This is an optimization exercise on Yosys and OpenROAD, whose aim is small area, not a production implementation. Function was checked by simulation only, so behaviour that the tests miss may differ from the original. No activity file was given, so power comes from the tool's default toggle rates.

== juniper ==
==> flow/design.v <==
module execute_mc #(
  parameter int N      = 64,
  parameter int MUL_EN = 1
) (
  input  logic         clk,
  input  logic         reset,
  input  logic         valid_E,
  input  logic         flush_E,
  input  logic         AluSrc,
  input  logic [3:0]   AluControl,
  input  logic         MulOp,
  input  logic [N-1:0] PC_E,
  input  logic [N-1:0] signImm_E,
  input  logic [N-1:0] readData1_E,
  input  logic [N-1:0] readData2_E,
  output logic         stall_E,
  output logic [N-1:0] PCBranch_M,
  output logic [N-1:0] aluResult_M,
  output logic [N-1:0] writeData_M,
  output logic         zero_M,
  output logic         valid_M
);
  localparam int W = 8;             
  localparam int C = N / W;         
  logic [2:0]   pc_q;               
  logic [C-1:0] ph_q;               
  logic [4:0]   rnd_q;              
  logic         cq;                 
  logic         kq;                 
  logic         amsb_q;             
  logic [1:0]   pmsb_q;             
  logic         pcq;                
  logic [1:0]   imsb_q;             
  logic         ph0, last, done, mul, pres, sub, d0, d1;
  logic [4:0]   dig;
  logic [C-1:0] bsel;
  logic [W-1:0] a_c, b_c, imm_c, pc_c, alu_b, a2_c, x1, x2, y, s, k, res;
  logic [W:0]   sum, psum;
  function automatic logic [W-1:0] pick(input logic [N-1:0] v, input logic [C-1:0] sel);
    pick = '0;
    for (int i = 0; i < C; i++) pick = pick | (v[i*W +: W] & {W{sel[i]}});
  endfunction
  function automatic logic [W:0] cla(input logic [W-1:0] p, input logic [W-1:0] q,
                                     input logic ci);
    logic [W-1:0] g, t;
    logic [W:0]   c;
    g = p & q;
    t = p ^ q;
    c[0] = ci;
    for (int i = 0; i < W; i += 4) begin
      c[i+1] = g[i]   | (t[i]   & c[i]);
      c[i+2] = g[i+1] | (t[i+1] & g[i]) | (t[i+1] & t[i] & c[i]);
      c[i+3] = g[i+2] | (t[i+2] & g[i+1]) | (t[i+2] & t[i+1] & g[i])
             | (t[i+2] & t[i+1] & t[i] & c[i]);
      c[i+4] = g[i+3] | (t[i+3] & g[i+2]) | (t[i+3] & t[i+2] & g[i+1])
             | (t[i+3] & t[i+2] & t[i+1] & g[i]) | (t[i+3] & t[i+2] & t[i+1] & t[i] & c[i]);
    end
    cla = {c[W], t ^ c[W-1:0]};
  endfunction
  assign ph_q = 8'd1 << pc_q;
  assign ph0  = ph_q[0];
  assign last = ph_q[C-1];
  assign mul  = (MUL_EN != 0) & MulOp;
  assign pres = valid_E & ~flush_E;
  assign done = last & (~mul | (rnd_q == 5'd31));
  assign stall_E = ~done;
  assign dig   = ~rnd_q;            
  assign bsel  = mul ? (8'd1 << dig[4:2]) : ph_q;
  assign a_c   = pick(readData1_E, ph_q);
  assign b_c   = pick(readData2_E, bsel);
  assign imm_c = pick(signImm_E, ph_q);
  assign pc_c  = pick(PC_E, ph_q);
  assign d0    = b_c[{dig[1:0], 1'b0}];
  assign d1    = b_c[{dig[1:0], 1'b1}];
  always_comb begin
    sub   = ~mul & (AluControl == 4'b0110);
    alu_b = AluSrc ? imm_c : b_c;
    a2_c  = {a_c[W-2:0], ph0 ? 1'b0 : amsb_q};
    x1    = a_c & {W{~mul | d0}};
    x2    = a2_c & {W{mul & d1}};
    if (mul) y = (rnd_q == 5'd0) ? '0 : {aluResult_M[W-3:0], ph0 ? 2'b00 : pmsb_q};
    else     y = alu_b ^ {W{sub}};
    s     = x1 ^ x2 ^ y;
    k     = (x1 & x2) | (x1 & y) | (x2 & y);
    sum   = cla(s, {k[W-2:0], ph0 ? 1'b0 : kq}, ph0 ? sub : cq);
    if (mul) res = sum[W-1:0];
    else begin
      case (AluControl)
        4'b0000: res = a_c & alu_b;
        4'b0001: res = a_c | alu_b;
        4'b0010: res = sum[W-1:0];
        4'b0110: res = sum[W-1:0];
        4'b0111: res = alu_b;
        4'b1100: res = ~(a_c | alu_b);
        default: res = '0;
      endcase
    end
    psum = cla(pc_c, {imm_c[W-3:0], ph0 ? 2'b00 : imsb_q}, ph0 ? 1'b0 : pcq);
  end
  always_ff @(posedge clk) begin
    if (reset) begin
      pc_q    <= '0;
      rnd_q   <= '0;
      valid_M <= 1'b0;
    end else begin
      if (pres & ~done) begin
        pc_q  <= pc_q + 3'd1;
        rnd_q <= rnd_q + {4'd0, last};
      end else begin
        pc_q  <= '0;
        rnd_q <= '0;
      end
      valid_M <= pres & done;
    end
  end
  always_ff @(posedge clk) begin
    cq          <= sum[W];
    kq          <= k[W-1];
    amsb_q      <= a_c[W-1];
    pmsb_q      <= aluResult_M[W-1:W-2];
    pcq         <= psum[W];
    imsb_q      <= imm_c[W-1:W-2];
    aluResult_M <= {res, aluResult_M[N-1:W]};
    PCBranch_M  <= {psum[W-1:0], PCBranch_M[N-1:W]};
    writeData_M <= readData2_E;
  end
  assign zero_M = (aluResult_M == '0);
endmodule
export LEC_CHECK = 0
export CAP_MARGIN = 20
export CORE_AREA = 2 2 168 148
export DIE_AREA = 0 0 170 150
export GPL_TIMING_DRIVEN = 0
export SLEW_MARGIN = 20
create_clock -name core_clock -period 7.0 [get_ports {clk}]
standard.sh (not shown) runs the stock make flow with config.mk's settings and CLKGATE_MAP_FILE= SYNTH_SCRIPT=/design/flow/synth_recipe.tcl, a recipe that flattens the netlist after the stock synthesis.
==> flow/flow/run.sh <==
#!/bin/bash
# The standard layout (standard.sh) with these changes:
#  - synthesis maps the logic with an area-oriented ABC script (flow/abc_area.script, used
#    through ABC_AREA=1 on a copy of ORFS's scripts folder); registers are untouched;
#  - the port buffers are the smallest buffer cell, sky130_fd_sc_hd__buf_1;
#  - clock tree synthesis inserts no dummy loads (CTS_ARGS replaces its arguments).
set -euo pipefail
cd "$(dirname "$0")/.."
W=$PWD
rm -rf "$W/scripts_area"
cp -r "$FLOW_HOME/scripts" "$W/scripts_area"
cp "$W/flow/abc_area.script" "$W/scripts_area/abc_area.script"
export CTS_ARGS="-sink_clustering_enable -repair_clock_nets -sink_clustering_size 10 -sink_clustering_max_diameter 30 -buf_list sky130_fd_sc_hd__clkbuf_4 -dont_use_dummy_load"
export BUFFER_PORTS_ARGS="-buffer_cell sky130_fd_sc_hd__buf_1"
bash standard.sh SCRIPTS_DIR="$W/scripts_area" ABC_AREA=1 finish > standard_flow.log 2>&1
==> flow/flow/abc_area.script <==
strash
&get -n
&fraig -x
&put
scorr
dc2
dretime
strash
&get -n
&dch -f
&nf
&put
topo
stime -c
Per the final summary, juniper finished and its layout is clean on timing, DRC and antenna.
[inputs] pepper vs juniper
- clearing GPL_TIMING_DRIVEN, which used to be 0
-- flow/flow/run.sh --
<<< juniper, line 12
cp "$W/flow/abc_area.script" "$W/scripts_area/abc_area.script"
export CTS_ARGS="-sink_clustering_enable -repair_clock_nets -sink_clustering_size 10 -sink_clustering_max_diameter 30 -buf_list sky130_fd_sc_hd__clkbuf_4 -dont_use_dummy_load"
export BUFFER_PORTS_ARGS="-buffer_cell sky130_fd_sc_hd__buf_1"
>>> pepper, line 12
cp "$W/flow/abc_area.script" "$W/scripts_area/abc_area.script"
export CTS_ARGS="-sink_clustering_enable -repair_clock_nets -sink_clustering_size 20 -sink_clustering_max_diameter 40 -buf_list sky130_fd_sc_hd__clkbuf_8 -dont_use_dummy_load"
export BUFFER_PORTS_ARGS="-buffer_cell sky130_fd_sc_hd__buf_1"
Findings:
Sort pepper and juniper by switching component of the power asc -> top: juniper
Final cell area: pepper below juniper
When pepper is measured against juniper, its cell count turns out about 0.5% lower.
Input changes introduced in sierra (baseline for comparison: pepper):
-- flow/flow/run.sh --
<<< pepper, line 12
cp "$W/flow/abc_area.script" "$W/scripts_area/abc_area.script"
export CTS_ARGS="-sink_clustering_enable -repair_clock_nets -sink_clustering_size 20 -sink_clustering_max_diameter 40 -buf_list sky130_fd_sc_hd__clkbuf_8 -dont_use_dummy_load"
export BUFFER_PORTS_ARGS="-buffer_cell sky130_fd_sc_hd__buf_1"
>>> sierra, line 12
cp "$W/flow/abc_area.script" "$W/scripts_area/abc_area.script"
export CTS_ARGS="-sink_clustering_enable -repair_clock_nets -sink_clustering_size 10 -sink_clustering_max_diameter 30 -buf_list sky130_fd_sc_hd__clkbuf_4 -dont_use_dummy_load"
export BUFFER_PORTS_ARGS="-buffer_cell sky130_fd_sc_hd__buf_1"
==> notes.md <==
Part of the power in combinational logic on sierra is up relative to pepper.
Comparing pepper and sierra, level count of the clock H-tree is higher on sierra.
The higher least setup slack across all paths after layout of pepper and sierra is in sierra.

re-timing with driven ports:
The flow's constraints put no driver on any port. The routed layouts listed below were extracted and timed again, unchanged, in two steps. Step 1 (the two cells are an assumption about what drives the block):
set clk [get_ports {clk}]
set_driving_cell -lib_cell sky130_fd_sc_hd__clkbuf_16 $clk
set_driving_cell -lib_cell sky130_fd_sc_hd__buf_2 [delete_from_list [all_inputs] $clk]
Step 2 times the ports against the registers' clock, not the clock port: input delays grow and output delays shrink by t, the midpoint of the rising clock arrivals with the driver on. Three values: no drivers, after step 1, after step 2; two values: the first two.
run	t, ns	setup slack, ns	clock arrival spread, ns	worst register clock-pin slew, ns	worst slew at a driven data input, ns
juniper	0.623	0.707 / 0.715 / 0.092	0.078 / 0.079	0.10 / 0.10	0.13
pepper	0.564	1.234 / 1.202 / 0.638	0.067 / 0.068	0.11 / 0.11	0.07
sierra	0.627	1.244 / 1.215 / 0.588	0.101 / 0.101	0.10 / 0.10	0.07
After both steps every run listed still meets setup and hold. The setup slack of sierra, which loses most, moves by -0.029 ns with the drivers and by -0.656 ns with both steps.
